What follows belongs to an exercise in optimizing a design on an open flow for small area, a short achievable clock period and few clock cycles; a production flow would make more cautious choices. Only simulation tests tie the RTL to the original design; equivalence was not proved. Power figures rest on the tool's default switching activity, not on a simulated workload.

## flow/design.v

```verilog
package tofq_pkg;
  localparam int StampBits = 64;
  localparam int IdBits    = 16;
  localparam int CountBits = 5;
  typedef enum logic [1:0] {
    CMD_PUSH     = 2'd0,
    CMD_POP      = 2'd1,
    CMD_POP_LESS = 2'd2,
    CMD_CLEAR    = 2'd3
  } cmd_e;
  typedef struct packed {
    logic [1:0]                  cmd;
    logic signed [StampBits-1:0] stamp;
    logic [IdBits-1:0]           frame_id;
  } in_item_t;
  typedef struct packed {
    logic                        popped;
    logic [IdBits-1:0]           out_frame_id;
    logic signed [StampBits-1:0] out_stamp;
    logic [CountBits-1:0]        entry_count;
    logic                        push_refused;
  } out_item_t;
  typedef struct packed {
    logic push;
    logic pop;
  } cell_ctrl_t;
endpackage
module tofq_cell #(
  parameter int FrameBits = 16
) (
  input  logic                                  clk_i,
  input  logic                                  we_i,
  input  logic signed [tofq_pkg::StampBits-1:0] new_stamp_i,
  input  logic [FrameBits-1:0]                  new_frame_i,
  output logic                                  lt_o,
  output logic signed [tofq_pkg::StampBits-1:0] stamp_o,
  output logic [FrameBits-1:0]                  frame_o
);
  logic signed [tofq_pkg::StampBits-1:0] stamp_q;
  logic [FrameBits-1:0]                  frame_q;
  assign lt_o = (stamp_q < new_stamp_i);
  always_ff @(posedge clk_i) begin
    if (we_i) begin
      stamp_q <= new_stamp_i;
      frame_q <= new_frame_i;
    end
  end
  assign stamp_o = stamp_q;
  assign frame_o = frame_q;
endmodule
module timestamp_ordered_frame_queue_unit #(
  parameter int QUEUE_DEPTH = 16,
  parameter int HANDLE_BITS = 16
) (
  input  logic      clk_i,
  input  logic      rst_ni,
  input  logic      in_valid_i,
  output logic      in_stall_o,
  input  tofq_pkg::in_item_t  in_item_i,
  output logic      out_valid_o,
  input  logic      out_stall_i,
  output tofq_pkg::out_item_t out_item_o
);
  localparam int N         = QUEUE_DEPTH;
  localparam int FrameBits = (HANDLE_BITS < tofq_pkg::IdBits) ? HANDLE_BITS : tofq_pkg::IdBits;
  localparam int CntW      = $clog2(QUEUE_DEPTH + 1);
  localparam logic [CntW-1:0] FullCnt = CntW'(QUEUE_DEPTH);
  logic                                  cmd_v_q;
  logic [1:0]                            cmd_q;
  logic signed [tofq_pkg::StampBits-1:0] cmd_stamp_q;
  logic [FrameBits-1:0]                  cmd_frame_q;
  logic [N-1:0]    live_q, live_d;
  logic [CntW-1:0] occ_q, occ_d;
  logic            before_q [N][N];    
  logic                out_valid_q;
  tofq_pkg::out_item_t out_q, out_d;
  logic                        out_free;
  logic                        proc;
  logic                        load;
  logic                        full;
  logic                        is_push, is_pop, is_less, is_clear;
  logic                        push_fire, pop_fire;
  logic [N-1:0]                lt;
  logic [N-1:0]                head;
  logic [N-1:0]                free_one;
  logic [N-1:0]                we;
  logic signed [tofq_pkg::StampBits-1:0] stamps [N];
  logic [FrameBits-1:0]        frames [N];
  logic signed [tofq_pkg::StampBits-1:0] head_stamp;
  logic [FrameBits-1:0]        head_frame;
  logic [CntW+tofq_pkg::CountBits-1:0]   cnt_ext;
  assign out_free   = !out_valid_q || !out_stall_i;
  assign proc       = cmd_v_q && out_free;
  assign in_stall_o = cmd_v_q && !out_free;
  assign load       = !in_stall_o;
  always_ff @(posedge clk_i or negedge rst_ni) begin
    if (!rst_ni) begin
      cmd_v_q <= 1'b0;
    end else if (load) begin
      cmd_v_q <= in_valid_i;
    end
  end
  always_ff @(posedge clk_i) begin
    if (load) begin
      cmd_q       <= in_item_i.cmd;
      cmd_stamp_q <= in_item_i.stamp;
      cmd_frame_q <= in_item_i.frame_id[FrameBits-1:0];
    end
  end
  assign full     = (occ_q >= FullCnt);
  assign is_push  = (cmd_q == tofq_pkg::CMD_PUSH);
  assign is_pop   = (cmd_q == tofq_pkg::CMD_POP);
  assign is_less  = (cmd_q == tofq_pkg::CMD_POP_LESS);
  assign is_clear = (cmd_q == tofq_pkg::CMD_CLEAR);
  always_comb begin
    for (int i = 0; i < N; i++) begin
      head[i] = live_q[i];
      for (int j = 0; j < N; j++) begin
        if (j < i) begin
          if (live_q[j] && before_q[j][i]) head[i] = 1'b0;
        end else if (j > i) begin
          if (live_q[j] && !before_q[i][j]) head[i] = 1'b0;
        end
      end
    end
  end
  always_comb begin
    free_one = '0;
    for (int i = N - 1; i >= 0; i--) begin
      if (!live_q[i]) free_one = '0;
      if (!live_q[i]) free_one[i] = 1'b1;
    end
  end
  assign push_fire = proc && is_push && !full;
  assign pop_fire  = proc && ((is_pop && (live_q != '0)) || (is_less && ((head & lt) != '0)));
  assign we        = push_fire ? free_one : '0;
  for (genvar i = 0; i < N; i++) begin : g_slot
    tofq_cell #(
      .FrameBits(FrameBits)
    ) u_cell (
      .clk_i      (clk_i),
      .we_i       (we[i]),
      .new_stamp_i(cmd_stamp_q),
      .new_frame_i(cmd_frame_q),
      .lt_o       (lt[i]),
      .stamp_o    (stamps[i]),
      .frame_o    (frames[i])
    );
  end
  for (genvar i = 0; i < N; i++) begin : g_row
    for (genvar j = i + 1; j < N; j++) begin : g_col
      always_ff @(posedge clk_i) begin
        if (we[j]) begin
          before_q[i][j] <= lt[i];
        end else if (we[i]) begin
          before_q[i][j] <= !lt[j];
        end
      end
    end
  end
  always_comb begin
    head_stamp = '0;
    head_frame = '0;
    for (int i = 0; i < N; i++) begin
      head_stamp = head_stamp | (head[i] ? stamps[i] : '0);
      head_frame = head_frame | (head[i] ? frames[i] : '0);
    end
  end
  always_comb begin
    live_d = live_q;
    occ_d  = occ_q;
    if (proc) begin
      if (is_clear) begin
        live_d = '0;
        occ_d  = '0;
      end else if (push_fire) begin
        live_d = live_q | free_one;
        occ_d  = occ_q + CntW'(1);
      end else if (pop_fire) begin
        live_d = live_q & ~head;
        occ_d  = occ_q - CntW'(1);
      end
    end
  end
  always_ff @(posedge clk_i or negedge rst_ni) begin
    if (!rst_ni) begin
      live_q <= '0;
      occ_q  <= '0;
    end else begin
      live_q <= live_d;
      occ_q  <= occ_d;
    end
  end
  assign cnt_ext = {{tofq_pkg::CountBits{1'b0}}, occ_d};
  always_comb begin
    out_d              = out_q;
    out_d.popped       = pop_fire;
    out_d.out_frame_id = pop_fire ? tofq_pkg::IdBits'(head_frame) : '0;
    out_d.out_stamp    = pop_fire ? head_stamp : '0;
    out_d.entry_count  = cnt_ext[tofq_pkg::CountBits-1:0];
    out_d.push_refused = is_push && full;
  end
  always_ff @(posedge clk_i or negedge rst_ni) begin
    if (!rst_ni) begin
      out_valid_q <= 1'b0;
    end else if (out_free) begin
      out_valid_q <= proc;
    end
  end
  always_ff @(posedge clk_i) begin
    if (proc) begin
      out_q <= out_d;
    end
  end
  assign out_valid_o = out_valid_q;
  assign out_item_o  = out_q;
endmodule
module tofq_top (
  input  logic                        clk_i,
  input  logic                        rst_ni,
  input  logic                        in_valid_i,
  output logic                        in_stall_o,
  input  logic [1:0]                  in_cmd_i,
  input  logic [tofq_pkg::StampBits-1:0]        in_stamp_i,
  input  logic [tofq_pkg::IdBits-1:0]           in_frame_id_i,
  output logic                        out_valid_o,
  input  logic                        out_stall_i,
  output logic                        out_popped_o,
  output logic [tofq_pkg::IdBits-1:0]           out_frame_id_o,
  output logic [tofq_pkg::StampBits-1:0]        out_stamp_o,
  output logic [tofq_pkg::CountBits-1:0]        out_entry_count_o,
  output logic                        out_push_refused_o
);
  tofq_pkg::in_item_t  in_item;
  tofq_pkg::out_item_t out_item;
  assign in_item.cmd      = in_cmd_i;
  assign in_item.stamp    = in_stamp_i;
  assign in_item.frame_id = in_frame_id_i;
  timestamp_ordered_frame_queue_unit #(
    .QUEUE_DEPTH(16),
    .HANDLE_BITS(16)
  ) u_queue (
    .clk_i      (clk_i),
    .rst_ni     (rst_ni),
    .in_valid_i (in_valid_i),
    .in_stall_o (in_stall_o),
    .in_item_i  (in_item),
    .out_valid_o(out_valid_o),
    .out_stall_i(out_stall_i),
    .out_item_o (out_item)
  );
  assign out_popped_o       = out_item.popped;
  assign out_frame_id_o     = out_item.out_frame_id;
  assign out_stamp_o        = out_item.out_stamp;
  assign out_entry_count_o  = out_item.entry_count;
  assign out_push_refused_o = out_item.push_refused;
endmodule
```

## flow/run.sh

```bash
#!/bin/bash
# synth_recipe.tcl (not shown) runs the flow's synth.tcl, then flattens the netlist and writes it again
# the make line also repeats each setting of config.mk as NAME=value (left out here)
make -C /OpenROAD-flow-scripts/flow DESIGN_CONFIG=/design/flow/config.mk WORK_HOME=/design/flow/orfs CLKGATE_MAP_FILE= SYNTH_SCRIPT=/design/flow/synth_recipe.tcl finish
```

## flow/config.mk

```make
export PLATFORM = sky130hd
export DESIGN_NAME = tofq_top
export DESIGN_NICKNAME = tofq_top
export VERILOG_FILES = /design/flow/design.v
export SDC_FILE = /design/flow/constraint.sdc
export NUM_CORES = 4
export LEC_CHECK = 0
export CAP_MARGIN = 20
export CORE_MARGIN = 2
export CORE_UTILIZATION = 40
export SLEW_MARGIN = 20
```

## flow/constraint.sdc

```tcl
create_clock -name core_clock -period 5.5 [get_ports {clk_i}]
set_input_delay 1.1000 -clock core_clock [delete_from_list [all_inputs] [get_ports {clk_i}]]
set_output_delay 1.1000 -clock core_clock [all_outputs]
set_load 0.01 [all_outputs]
```

==> results by group, run 1 <==
Worst setup path
  • Capturing point of the worst reg2reg path: u_queue.out_q[3]$_DFFE_PP_
  • Cell with the largest stage delay on the worst path: sky130_fd_sc_hd__nor4_1
  • Worst EP required: between 6 and 7 ns
  • Worst reg2reg path depth: 17
  • Stage delay of the slowest cell on the critical path: between 0.8 and 0.9 ns
  • Source of the worst register-to-register timing path: u_queue.cmd_stamp_q[54]$_DFFE_PN_
  • Buffers plus inverters on the worst setup path: 4
  • Type of the worst setup path: reg -> reg
  • Logic depth of the worst path, buffers included: 17
  • Kind of capture point of the worst setup path: register
  • Worst path most repeated cell: sky130_fd_sc_hd__nand4_1
  • Register-to-Register Setup Slack: -0.02 ns
  • CP cell instances: inv_1, ha_1, nand4_1, nor4_1, buf_4, nand4_1, nor3_1, o21ai_0, nand4_1, xnor2_2, o221ai_1, a2111oi_4, buf_4, a211o_4, buf_12, o21ai_2, mux2i_1
  • Highest fanout seen on the critical path: 17
  • Crit path DAT: 6.19 ns
  • Worst Setup Start Kind: register
  • Delay-heaviest family, CP: simple AND/OR/NAND/NOR gates

Clocking
  • Total of hold buffers inserted after clock tree synthesis: 0
  • Clk Latency, worst-skew pair: around 0.86 ns
  • H-tree Lvls: 4
  • Root buffer cell: sky130_fd_sc_hd__clkbuf_16
  • CTS max path bufs: 3
  • TritonCTS buffer count: ~180
  • Clock sink count: around 1600
  • CTS tree: built
  • Clock transition at the register clock pins on the worst setup and hold paths after CTS: 0.06 ns
  • Number of post-CTS setup repair buffers: 0

Yosys
  • Largest area contributor in the netlist: sky130_fd_sc_hd__edfxtp_1
  • Average footprint of a synthesized cell: between 10 and 15 sq um
  • Cell Area, Synth: around 80000 sq um
  • Post-synth top area share: 0.588
  • Most used flip-flop cell after synthesis: sky130_fd_sc_hd__edfxtp_1
  • Post-Syn Nets: 7034
  • Distinct cells, synth: between 70 and 80
  • Sequential-to-total area share from yosys stat: 0.595
  • Total number of yosys warnings: 6
  • Top area cells in the synthesized netlist: sky130_fd_sc_hd__edfxtp_1 (59%), sky130_fd_sc_hd__ha_1 (16%), sky130_fd_sc_hd__a21oi_1 (2.8%)
  • Cells after synthesis: between 5000 and 6000
  • Number of flops mapped to enable cells by yosys: 1569
  • Count of state elements after synthesis: between 1500 and 2000
  • Async set or reset register ratio after synthesis: 0.0144

Global route
  • First-pass GRT wire length: about 450000 microns
  • Met3 layer usage reported by global route: 0.0773
  • Busiest metal layer after global routing: met2
  • Number of antenna violations at the first check in global routing: 18
  • Vias in the first global route: 58400
  • Pin count of the biggest net entering global routing: slightly above 80
  • Final global-route overflow total: 0
  • Global Route met1 Usage: 0.409
  • Met2 Usage GRT: 0.473
  • Total global routing track utilization: 0.311

Floorplan
  • Starting utilization of the core area: 0.402
  • Standard-cell rows: roughly 160
  • Die Height: 452 microns
  • DIE AREA: a little over 200000 sq um
  • Core ar.: ~200000 sq um
  • Top Ports: ~180
  • Die outline width: ~450 microns

Placed design
  • Routability-driven placement congestion ratio: 0.997
  • HPWL Detailed: between 200000 and 250000 microns
  • Placed Cells incl. Taps: between 8000 and 9000
  • Count of input and output buffers: ~170

Timing
  • Number of pins exceeding their max-slew limit in the final report: 0
  • Final period demand of the worst path: 5.52 ns
  • Total of endpoints with negative setup slack in the final report: 7
  • Setup WS post-layout: -0.0218 ns
  • Achievable clock frequency: between 150 and 200 MHz
  • Normalized max-slew margin: 0.221
  • Unrepaired setup endpoints after global routing: false
  • Count of endpoints failing hold in the final timing report: 0
  • Tcrit/Tclk final: 1.00
  • Final setup skew: approximately 0.054 ns
  • Transition time at the pin with the least slew margin: roughly 1.2 ns

Drt
  • Drt drc: 0
  • Total via count after detailed routing: 60600
  • DRC violation total after the first TritonRoute iteration: approximately 8000
  • DRT Wirelength: roughly 330000 microns
  • Via count normalized by instance count: around 6.6
  • Number of nets with antenna violations after routing: 0
  • 1st-pass router iterations: 6
  • Final routed wire length divided by cell count: between 30 and 40 microns

Pwr
  • Power consumption: 30.8 mW
  • PD cells: 330 nW/um^2
  • VDD IR max: between 400 and 500 uV
  • Leakage power: 34.5 nW

Cells and area
  • Final core utilization: 0.469
  • Layout cell share with drive strength beyond 1: 0.0975
  • Area Overhead vs Synth: 16.6%
  • Post-route insts no fill: between 9000 and 10000
  • Layout net count: 7495

Run
  • Max cap viols: 0

Min path
  • WHS Path Cells: 1
  • Worst hold path class: reg -> reg
  • Worst Hold Path EP: u_queue.out_valid_q$_DFFE_PN0N_
  • Worst Hold Launch: u_queue.cmd_v_q$_DFFE_PN0N_

Outcome
  • Failing Checks: setup timing
  • Run status: failed layout checks
[cell usage in the layout, fill, tap and decap left out, drive strengths merged, types with 18 or more instances in the layout]
cell / instances
a211oi: 53
o21ai: 241
o221ai: 20
nor4: 44
and4: 20
clkinv: 74
dfrtp: 23
a31oi: 80
nor2: 151
a22oi: 244
o22ai: 23
a21oi: 445
nand3: 127
clkbuf: 225
a221oi: 236
nor3: 51
and3: 77
buf: 319
clkdlybuf4s50: 173
ha: 1010
nand2: 410
nand4: 204
a221o: 18
nand2b: 34
inv: 137
a21o: 98
edfxtp: 1569
a22o: 216
[worst max-delay path by stage]
stage                                            startpoint                               to  slack [ns]
after detailed placement  u_queue.cmd_stamp_q[11]$_DFFE_PN_       u_queue.out_q[3]$_DFFE_PP_      -0.003
after global routing       u_queue.cmd_stamp_q[9]$_DFFE_PN_    u_queue.live_q[8]$_DFFE_PN0P_        0.03
after CTS                 u_queue.cmd_stamp_q[11]$_DFFE_PN_       u_queue.out_q[3]$_DFFE_PP_        0.04
after floorplan                                 out_stall_i  u_queue.before_q[140]$_DFFE_PP_        0.11
after global placement    u_queue.cmd_stamp_q[11]$_DFFE_PN_    u_queue.live_q[3]$_DFFE_PN0P_        0.03
final                     u_queue.cmd_stamp_q[54]$_DFFE_PN_       u_queue.out_q[3]$_DFFE_PP_       -0.02
[stage by stage]
stage               cell area, sq um  hold WS, ns  setup slack [ns]  setup TNS [ns]
floorplan                      80200        0.457             0.114               0
global placement               87600        0.527            0.0321               0
detailed placement             87600        0.566          -0.00276        -0.00276
CTS                            93400        0.582            0.0423               0
global route                   93500        0.623            0.0305               0
finish                         93500        0.576           -0.0218         -0.0557
[timing repair]
action,4_1_cts,5_1_grt
gates resized for setup,1,4
endpoints found under the setup margin,18,98
pin swaps,0,0
hold endpoints to repair,0,0
[synthesized netlist by cell type, types with 5 or more instances]
library cell / number
sky130_fd_sc_hd__a2111oi_0: 10
sky130_fd_sc_hd__a211o_1: 7
sky130_fd_sc_hd__a211oi_1: 53
sky130_fd_sc_hd__a21boi_0: 9
sky130_fd_sc_hd__a21o_1: 98
sky130_fd_sc_hd__a21oi_1: 445
sky130_fd_sc_hd__a221o_1: 18
sky130_fd_sc_hd__a221oi_1: 235
sky130_fd_sc_hd__a22o_1: 216
sky130_fd_sc_hd__a22oi_1: 244
sky130_fd_sc_hd__a2bb2oi_1: 8
sky130_fd_sc_hd__a31oi_1: 80
sky130_fd_sc_hd__and3_1: 77
sky130_fd_sc_hd__and4_1: 20
sky130_fd_sc_hd__buf_1: 24
sky130_fd_sc_hd__buf_4: 8
sky130_fd_sc_hd__clkbuf_1: 175
sky130_fd_sc_hd__dfrtp_1: 23
sky130_fd_sc_hd__edfxtp_1: 1569
sky130_fd_sc_hd__ha_1: 1010
sky130_fd_sc_hd__inv_1: 125
sky130_fd_sc_hd__mux2i_1: 5
sky130_fd_sc_hd__nand2_1: 410
sky130_fd_sc_hd__nand2b_1: 34
sky130_fd_sc_hd__nand3_1: 127
sky130_fd_sc_hd__nand4_1: 204
sky130_fd_sc_hd__nor2_1: 151
sky130_fd_sc_hd__nor2b_1: 14
sky130_fd_sc_hd__nor3_1: 51
sky130_fd_sc_hd__nor4_1: 37
sky130_fd_sc_hd__nor4_2: 7
sky130_fd_sc_hd__o2111ai_1: 11
sky130_fd_sc_hd__o211ai_1: 15
sky130_fd_sc_hd__o21a_1: 15
sky130_fd_sc_hd__o21ai_0: 240
sky130_fd_sc_hd__o221ai_1: 20
sky130_fd_sc_hd__o22ai_1: 23
sky130_fd_sc_hd__o311ai_0: 8
sky130_fd_sc_hd__o31ai_1: 11
sky130_fd_sc_hd__or3_1: 13
sky130_fd_sc_hd__or4_1: 7
sky130_fd_sc_hd__xnor2_1: 6
[area by class of cell]
| cell class | instances | area [sq um] |
|---|---|---|
| fill | 17600 | 106000 |
| sequential | 1592 | 47700 |
| multi-input combinational | 4005 | 31400 |
| clock buffer | 225 | 4710 |
| timing repair buffer | 492 | 4700 |
| tap | 2656 | 3320 |
| clock inverter | 106 | 1130 |
| inverter | 131 | 549 |
| antenna | 3 | 7.51 |
[report_power, final]
part	internal [mW]	total [mW]	switching [mW]	leakage [nW]
logic	1.61	4.72	3.12	17.1
registers	13.7	14.0	0.280	14.6
clock network	6.90	12.1	5.20	2.83
[cells by family (layout without fill, tap and decap cells)]
kind of cell / Yosys count / count (layout) / synth area share
compound gates: 1808 / 1808 / 0.156
flops: 1592 / 1592 / 0.595
simple gates: 1168 / 1168 / 0.0724
fa+ha+maj: 1010 / 1010 / 0.158
buf+inv: 341 / 954 / 0.0165
xor+xnor: 10 / 10 / 0.00109
mux: 9 / 9 / 0.00119
other cells: 0 / 3 / 0
[metal layers]
metal,share of wire,up-vias
met5,0.00044,-
met2,0.44,3975
met4,0.060,22
met1,0.39,30400
met3,0.11,846
li1,-,25400
[registers in the layout (all words and copies together) (netlist names)]
signal	cells
u_queue.cmd_stamp_q	64
u_queue.before_q	120
u_queue.out_valid_q	1
u_queue.g_slot.u_cell.frame_q	256
u_queue.out_q	87
u_queue.occ_q	5
u_queue.cmd_frame_q	16
u_queue.cmd_q	2
u_queue.cmd_v_q	1
u_queue.live_q	16
u_queue.g_slot.u_cell.stamp_q	1024
Testbench counts, summed over its fixed seeds: cycles 16,016.
==> inputs of run 2 (changes only) <==
--- a/flow/design.v
+++ b/flow/design.v
@@ -32,13 +32,11 @@
   input  logic                                  we_i,
   input  logic signed [tofq_pkg::StampBits-1:0] new_stamp_i,
   input  logic [FrameBits-1:0]                  new_frame_i,
-  output logic                                  lt_o,
   output logic signed [tofq_pkg::StampBits-1:0] stamp_o,
   output logic [FrameBits-1:0]                  frame_o
 );
   logic signed [tofq_pkg::StampBits-1:0] stamp_q;
   logic [FrameBits-1:0]                  frame_q;
-  assign lt_o = (stamp_q < new_stamp_i);
   always_ff @(posedge clk_i) begin
     if (we_i) begin
       stamp_q <= new_stamp_i;
@@ -47,6 +45,37 @@
   end
   assign stamp_o = stamp_q;
   assign frame_o = frame_q;
+endmodule
+module tofq_lt (
+  input  logic [tofq_pkg::StampBits-1:0] a_i,
+  input  logic [tofq_pkg::StampBits-1:0] b_i,
+  output logic                           lt_o
+);
+  localparam int W = tofq_pkg::StampBits;
+  logic [W-1:0] lt_b, le_b;
+  for (genvar b = 0; b < W; b++) begin : g_bit
+    if (b == W - 1) begin : g_sign
+      assign lt_b[b] = a_i[b] & ~b_i[b];
+      assign le_b[b] = a_i[b] | ~b_i[b];
+    end else begin : g_mag
+      assign lt_b[b] = ~a_i[b] & b_i[b];
+      assign le_b[b] = ~a_i[b] | b_i[b];
+    end
+  end
+  for (genvar l = 1; l <= $clog2(W); l++) begin : g_lvl
+    localparam int M = W >> l;
+    logic [M-1:0] lt_l, le_l;
+    for (genvar k = 0; k < M; k++) begin : g_node
+      if (l == 1) begin : g_first
+        assign lt_l[k] = lt_b[2*k+1] | (le_b[2*k+1] & lt_b[2*k]);
+        assign le_l[k] = lt_b[2*k+1] | (le_b[2*k+1] & le_b[2*k]);
+      end else begin : g_next
+        assign lt_l[k] = g_lvl[l-1].lt_l[2*k+1] | (g_lvl[l-1].le_l[2*k+1] & g_lvl[l-1].lt_l[2*k]);
+        assign le_l[k] = g_lvl[l-1].lt_l[2*k+1] | (g_lvl[l-1].le_l[2*k+1] & g_lvl[l-1].le_l[2*k]);
+      end
+    end
+  end
+  assign lt_o = g_lvl[$clog2(W)].lt_l[0];
 endmodule
 module timestamp_ordered_frame_queue_unit #(
   parameter int QUEUE_DEPTH = 16,
@@ -69,6 +98,7 @@
   logic [1:0]                            cmd_q;
   logic signed [tofq_pkg::StampBits-1:0] cmd_stamp_q;
   logic [FrameBits-1:0]                  cmd_frame_q;
+  logic [N-1:0]                          cmd_lt_q;    
   logic [N-1:0]    live_q, live_d;
   logic [CntW-1:0] occ_q, occ_d;
   logic            before_q [N][N];    
@@ -81,6 +111,8 @@
   logic                        is_push, is_pop, is_less, is_clear;
   logic                        push_fire, pop_fire;
   logic [N-1:0]                lt;
+  logic [N-1:0]                slot_lt;
+  logic                        cmd_lt;
   logic [N-1:0]                head;
   logic [N-1:0]                free_one;
   logic [N-1:0]                we;
@@ -105,8 +137,24 @@
       cmd_q       <= in_item_i.cmd;
       cmd_stamp_q <= in_item_i.stamp;
       cmd_frame_q <= in_item_i.frame_id[FrameBits-1:0];
-    end
-  end
+      for (int i = 0; i < N; i++) begin
+        cmd_lt_q[i] <= we[i] ? cmd_lt : slot_lt[i];
+      end
+    end
+  end
+  for (genvar i = 0; i < N; i++) begin : g_cmp
+    tofq_lt u_lt (
+      .a_i (stamps[i]),
+      .b_i (in_item_i.stamp),
+      .lt_o(slot_lt[i])
+    );
+  end
+  tofq_lt u_cmd_lt (
+    .a_i (cmd_stamp_q),
+    .b_i (in_item_i.stamp),
+    .lt_o(cmd_lt)
+  );
+  assign lt = cmd_lt_q;
   assign full     = (occ_q >= FullCnt);
   assign is_push  = (cmd_q == tofq_pkg::CMD_PUSH);
   assign is_pop   = (cmd_q == tofq_pkg::CMD_POP);
@@ -142,7 +190,6 @@
       .we_i       (we[i]),
       .new_stamp_i(cmd_stamp_q),
       .new_frame_i(cmd_frame_q),
-      .lt_o       (lt[i]),
       .stamp_o    (stamps[i]),
       .frame_o    (frames[i])
     );
--- a/flow/config.mk
+++ b/flow/config.mk
@@ -5,7 +5,10 @@
 export SDC_FILE = /design/flow/constraint.sdc
 export NUM_CORES = 4
 export LEC_CHECK = 0
+export ABC_CLOCK_PERIOD_IN_PS = 2500
 export CAP_MARGIN = 20
 export CORE_MARGIN = 2
-export CORE_UTILIZATION = 40
+export CORE_UTILIZATION = 50
+export SETUP_SLACK_MARGIN = 2.9
 export SLEW_MARGIN = 20
+export TNS_END_PERCENT = 5
==> run 2 against run 1 <==
Global-route usage increased by 14 points. Synthesized cell count rose by 19%. Sequential share of layout area decreased by 2.4 points. Critical path depth is 8 lower. Clock power down 3%. Fmax is 60% higher. Now clean on timing, DRC and antenna. Sequential power increased by 3%. Setup slack improved by 2.1 ns.
==> results by group, run 2 <==
Placed design
  • HPWL Detailed: 219000 microns
  • Placed Cells incl. Taps: 9242
  • Post-Place Setup Slack: 0.0802 ns
  • Routability-driven placement congestion ratio: just under 1
  • Count of input and output buffers: roughly 170

Clocking
  • TritonCTS buffer count: ~180
  • H-tree Lvls: 4
  • CTS tree: built
  • Clk Latency, worst-skew pair: approximately 0.85 ns
  • Clock sink count: between 1500 and 2000
  • Clock transition at the register clock pins on the worst setup and hold paths after CTS: about 0.060 ns
  • Root buffer cell: sky130_fd_sc_hd__clkbuf_16
  • CTS max path bufs: 3

Timing
  • Count of endpoints failing hold in the final timing report: 0
  • Final setup skew: 0.0319 ns
  • Normalized max-slew margin: 0.200
  • Final period demand of the worst path: between 3 and 4 ns
  • Worst hold slack after final layout: 0.469 ns
  • Tcrit/Tclk final: 0.629
  • Transition time at the pin with the least slew margin: ~1.2 ns
  • Setup TNS Final: 0 ns
  • Number of pins exceeding their max-slew limit in the final report: 0
  • Achievable clock frequency: about 290 MHz
  • Total of endpoints with negative setup slack in the final report: 0
  • Setup WS post-layout: 2.04 ns
  • Unrepaired setup endpoints after global routing: true

Yosys
  • Leading post-synthesis cells by instance count: sky130_fd_sc_hd__edfxtp_1 (1585), sky130_fd_sc_hd__a21oi_1 (618), sky130_fd_sc_hd__nand2_1 (519), sky130_fd_sc_hd__o21ai_0 (486), sky130_fd_sc_hd__maj3_1 (416)
  • Sequential-to-total area share from yosys stat: 0.593
  • Post-synth top area share: 0.586
  • Cell Area, Synth: a little over 80000 sq um
  • Average footprint of a synthesized cell: ~11 sq um
  • Distinct cells, synth: between 80 and 90
  • Number of flops mapped to enable cells by yosys: 1585
  • Total number of yosys warnings: 6
  • Async set or reset register ratio after synthesis: 0.0143
  • Top area cells in the synthesized netlist: sky130_fd_sc_hd__edfxtp_1 (59%), sky130_fd_sc_hd__maj3_1 (5.1%), sky130_fd_sc_hd__a21oi_1 (3.8%)
  • Post-Syn Nets: around 7200
  • Library cell with the highest instance count after synthesis: sky130_fd_sc_hd__edfxtp_1
  • Cells after synthesis: 7071
  • Count of state elements after synthesis: around 1600
  • Most used flip-flop cell after synthesis: sky130_fd_sc_hd__edfxtp_1
  • Largest area contributor in the netlist: sky130_fd_sc_hd__edfxtp_1

Floorplan
  • Die Height: ~400 microns
  • Top Ports: 175
  • Die outline width: about 400 microns
  • Standard-cell rows: 147
  • Core ar.: 161000 sq um
  • Starting utilization of the core area: 0.505
  • DIE AREA: 166000 sq um

Pwr
  • Switch Pwr: 9.70 mW
  • Clk network pwr share: 0.363
  • Sw Ratio: 0.300
  • PD cells: ~330 nW/um^2
  • VDD IR max: 381 uV
  • Leakage power: 33.8 nW
  • Part of the power in registers: 0.444
  • Combinational share of power: 0.193
  • Internal power of the cells: approximately 23 mW

Worst setup path
  • Worst Setup Start Kind: register
  • Cell with the largest stage delay on the worst path: sky130_fd_sc_hd__nor2_1
  • Stage delay of the slowest cell on the critical path: roughly 0.69 ns
  • Worst EP required: approximately 6 ns
  • Buffers plus inverters on the worst setup path: 3
  • Highest fanout seen on the critical path: 81
  • Kind of capture point of the worst setup path: register
  • Type of the worst setup path: reg -> reg
  • Worst path most repeated cell: sky130_fd_sc_hd__nor2_1
  • CP cell instances: inv_6, o2111ai_1, nor4_4, buf_4, buf_16, a22oi_1, nand4_1, nor2_1, nor2_1
  • Delay-heaviest family, CP: simple AND/OR/NAND/NOR gates
  • Crit path DAT: ~4.0 ns

Cells and area
  • Layout cell share with drive strength beyond 1: 0.181
  • Largest registers: u_queue.g_slot.u_cell.stamp_q (1024), u_queue.g_slot.u_cell.frame_q (256), u_queue.before_q (120)
  • Area Overhead vs Synth: 22.0%
  • Post-route insts no fill: 9893
  • Layout net count: roughly 7700
  • Area taken by multi-input logic gates: roughly 32000 sq um
  • Commonest non-fill, non-tap cell in the layout: sky130_fd_sc_hd__edfxtp_1
  • Commonest non-fill, non-tap cells in the layout: sky130_fd_sc_hd__edfxtp_1 (1585), sky130_fd_sc_hd__a21oi_1 (592), sky130_fd_sc_hd__nand2_1 (491), sky130_fd_sc_hd__o21ai_0 (469), sky130_fd_sc_hd__buf_4 (420)
  • Area taken by flip-flops and latches: around 48000 sq um
  • Flip-flop count of the largest register, all copies and words added: 1024
  • Register ranked first by flip-flop count: u_queue.g_slot.u_cell.stamp_q
  • # fillers: roughly 13000

Global route
  • Pin count of the biggest net entering global routing: 83
  • Number of antenna violations at the first check in global routing: 26
  • Total global routing track utilization: 0.452
  • First-pass GRT wire length: between 500000 and 600000 microns
  • Vias in the first global route: roughly 66000
  • Final global-route overflow total: 0

Drt
  • Total via count after detailed routing: ~72000
  • Number of nets with antenna violations after routing: 0
  • Final routed wire length divided by cell count: 39.5 microns
  • DRC violation total after the first TritonRoute iteration: ~14000
  • DRT Wirelength: roughly 390000 microns
  • Via count normalized by instance count: around 7.3
  • 1st-pass router iterations: 7
  • Drt drc: 0

Outcome
  • Run status: no timing/DRC/antenna violations

Run
  • Max cap viols: 0

Min path
  • Worst hold path class: reg -> reg
-- run 2: cell count changes after synthesis, sizes merged, moves of 156 or more --
cell / change
nand4: -164
ha: -1008
nor2: +173
o21a: +156
inv: +222
clkbuf: +216
o21ai: +266
a21oi: +173
maj3: +423
-- run 2: per-stage QoR --
step / area [sq um] / power (mW) / util
floorplan: 81400 / 17.0 / -
CTS: 97200 / 31.9 / 0.604
global route: 99100 / 32.9 / 0.616
global placement: 87100 / 19.4 / 0.541
finish: 99200 / 32.4 / 0.616
detailed placement: 87100 / 19.4 / 0.541
-- run 2: power by group through the flow --
stage / clock network [mW] / logic [mW] / registers [mW]
6_report: 11.7 / 6.26 / 14.4
5_1_grt: 12.2 / 6.34 / 14.4
4_1_cts: 11.8 / 5.76 / 14.3
3_5_place_dp: 0 / 4.72 / 14.7
3_3_place_gp: 0 / 4.71 / 14.7
2_1_floorplan: 0 / 2.54 / 14.5
-- run 2: layout make-up --
cell class / instances / area share
clock buffer: 195 / 0.0449
tap: 2160 / 0.0273
antenna: 10 / 0.000252
timing repair buffer: 799 / 0.0891
clock inverter: 120 / 0.0107
sequential: 1608 / 0.486
inverter: 361 / 0.0168
timing repair inverter: 8 / 0.000883
multi-input combinational: 4632 / 0.324
-- run 2: path summary, 6_finish.rpt --
kind / from / end / slack (ns) / depth (start not counted)
setup / recovery: u_queue.live_q[15]$_DFFE_PN0P_ / u_queue.out_q[54]$_SDFFCE_PP0P_ / 2.04 / 9
hold / removal: u_queue.cmd_stamp_q[49]$_DFFE_PN_ / u_queue.g_slot[1].u_cell.stamp_q[49]$_DFFE_PP_ / 0.47 / 0
setup reg to reg: u_queue.live_q[15]$_DFFE_PN0P_ / u_queue.out_q[54]$_SDFFCE_PP0P_ / 2.04 / 9
hold reg to reg: u_queue.cmd_stamp_q[49]$_DFFE_PN_ / u_queue.g_slot[1].u_cell.stamp_q[49]$_DFFE_PP_ / 0.47 / 0
max in group asynchronous: rst_ni / u_queue.live_q[3]$_DFFE_PN0P_ / 4.52 / 2
min in group asynchronous: rst_ni / u_queue.occ_q[2]$_DFF_PN0_ / 0.65 / 2
-- run 2: layer usage --
layer,GRT usage,up-vias,wire [microns]
li1,-,28800,-
met1,0.606,35500,141000
met2,0.637,6458,161000
met3,0.144,1408,58800
met4,0.277,22,29400
met5,0,-,149
-- run 2: cell families after synthesis --
family / Yosys count / share of synthesized area
AOI/OAI and AO/OA: 2806 / 0.232
xor gates and xnor gates: 3 / 0.000323
adders and majority gates: 425 / 0.0525
buffers and inverters: 834 / 0.0392
DFF: 1608 / 0.593
muxes: 2 / 0.000246
and+or+nand+nor: 1393 / 0.0824
-- run 2: timing repair --
| action | CTS | global route |
|---|---|---|
| gates resized for setup | 633 | 290 |
| setup endpoints to repair | 1812 | 1781 |
| cloned | 42 | 17 |
| pin swaps | 100 | 118 |
| hold buffers | 0 | 0 |
| setup buffers | 186 | 81 |
Testbench counts of run 2, summed over its fixed seeds: cycles 16,016.

## re-timing with driven ports
The flow's constraints put no driver on any port. The routed layouts listed below were extracted and timed again, unchanged, in two steps. Step 1, drivers: a clkbuf_16 drives clk_i and a buf_2 each remaining input, both assumed. Step 2 also shifts input and output timing later by t, the mid clock arrival at the registers, as if the neighbouring blocks saw the same clock. Slacks: ideal ports / drivers / drivers and shift; pairs: ideal ports / drivers.
run | t (ns) | setup WS [ns] | slew at the worst register clock pin (ns) | worst data-port slew with drivers (ns) | pins driven straight from the clock port
run 1 | 0.928 | -0.022 / -0.022 / -0.022 | 0.07 / 0.07 | 0.11 | 1
run 2 | 0.929 | 2.040 / 2.040 / 1.282 | 0.07 / 0.07 | 0.15 | 1
For run 2, which loses most, drivers alone change the setup slack by 0.000 ns; drivers and shift together by -0.758 ns.
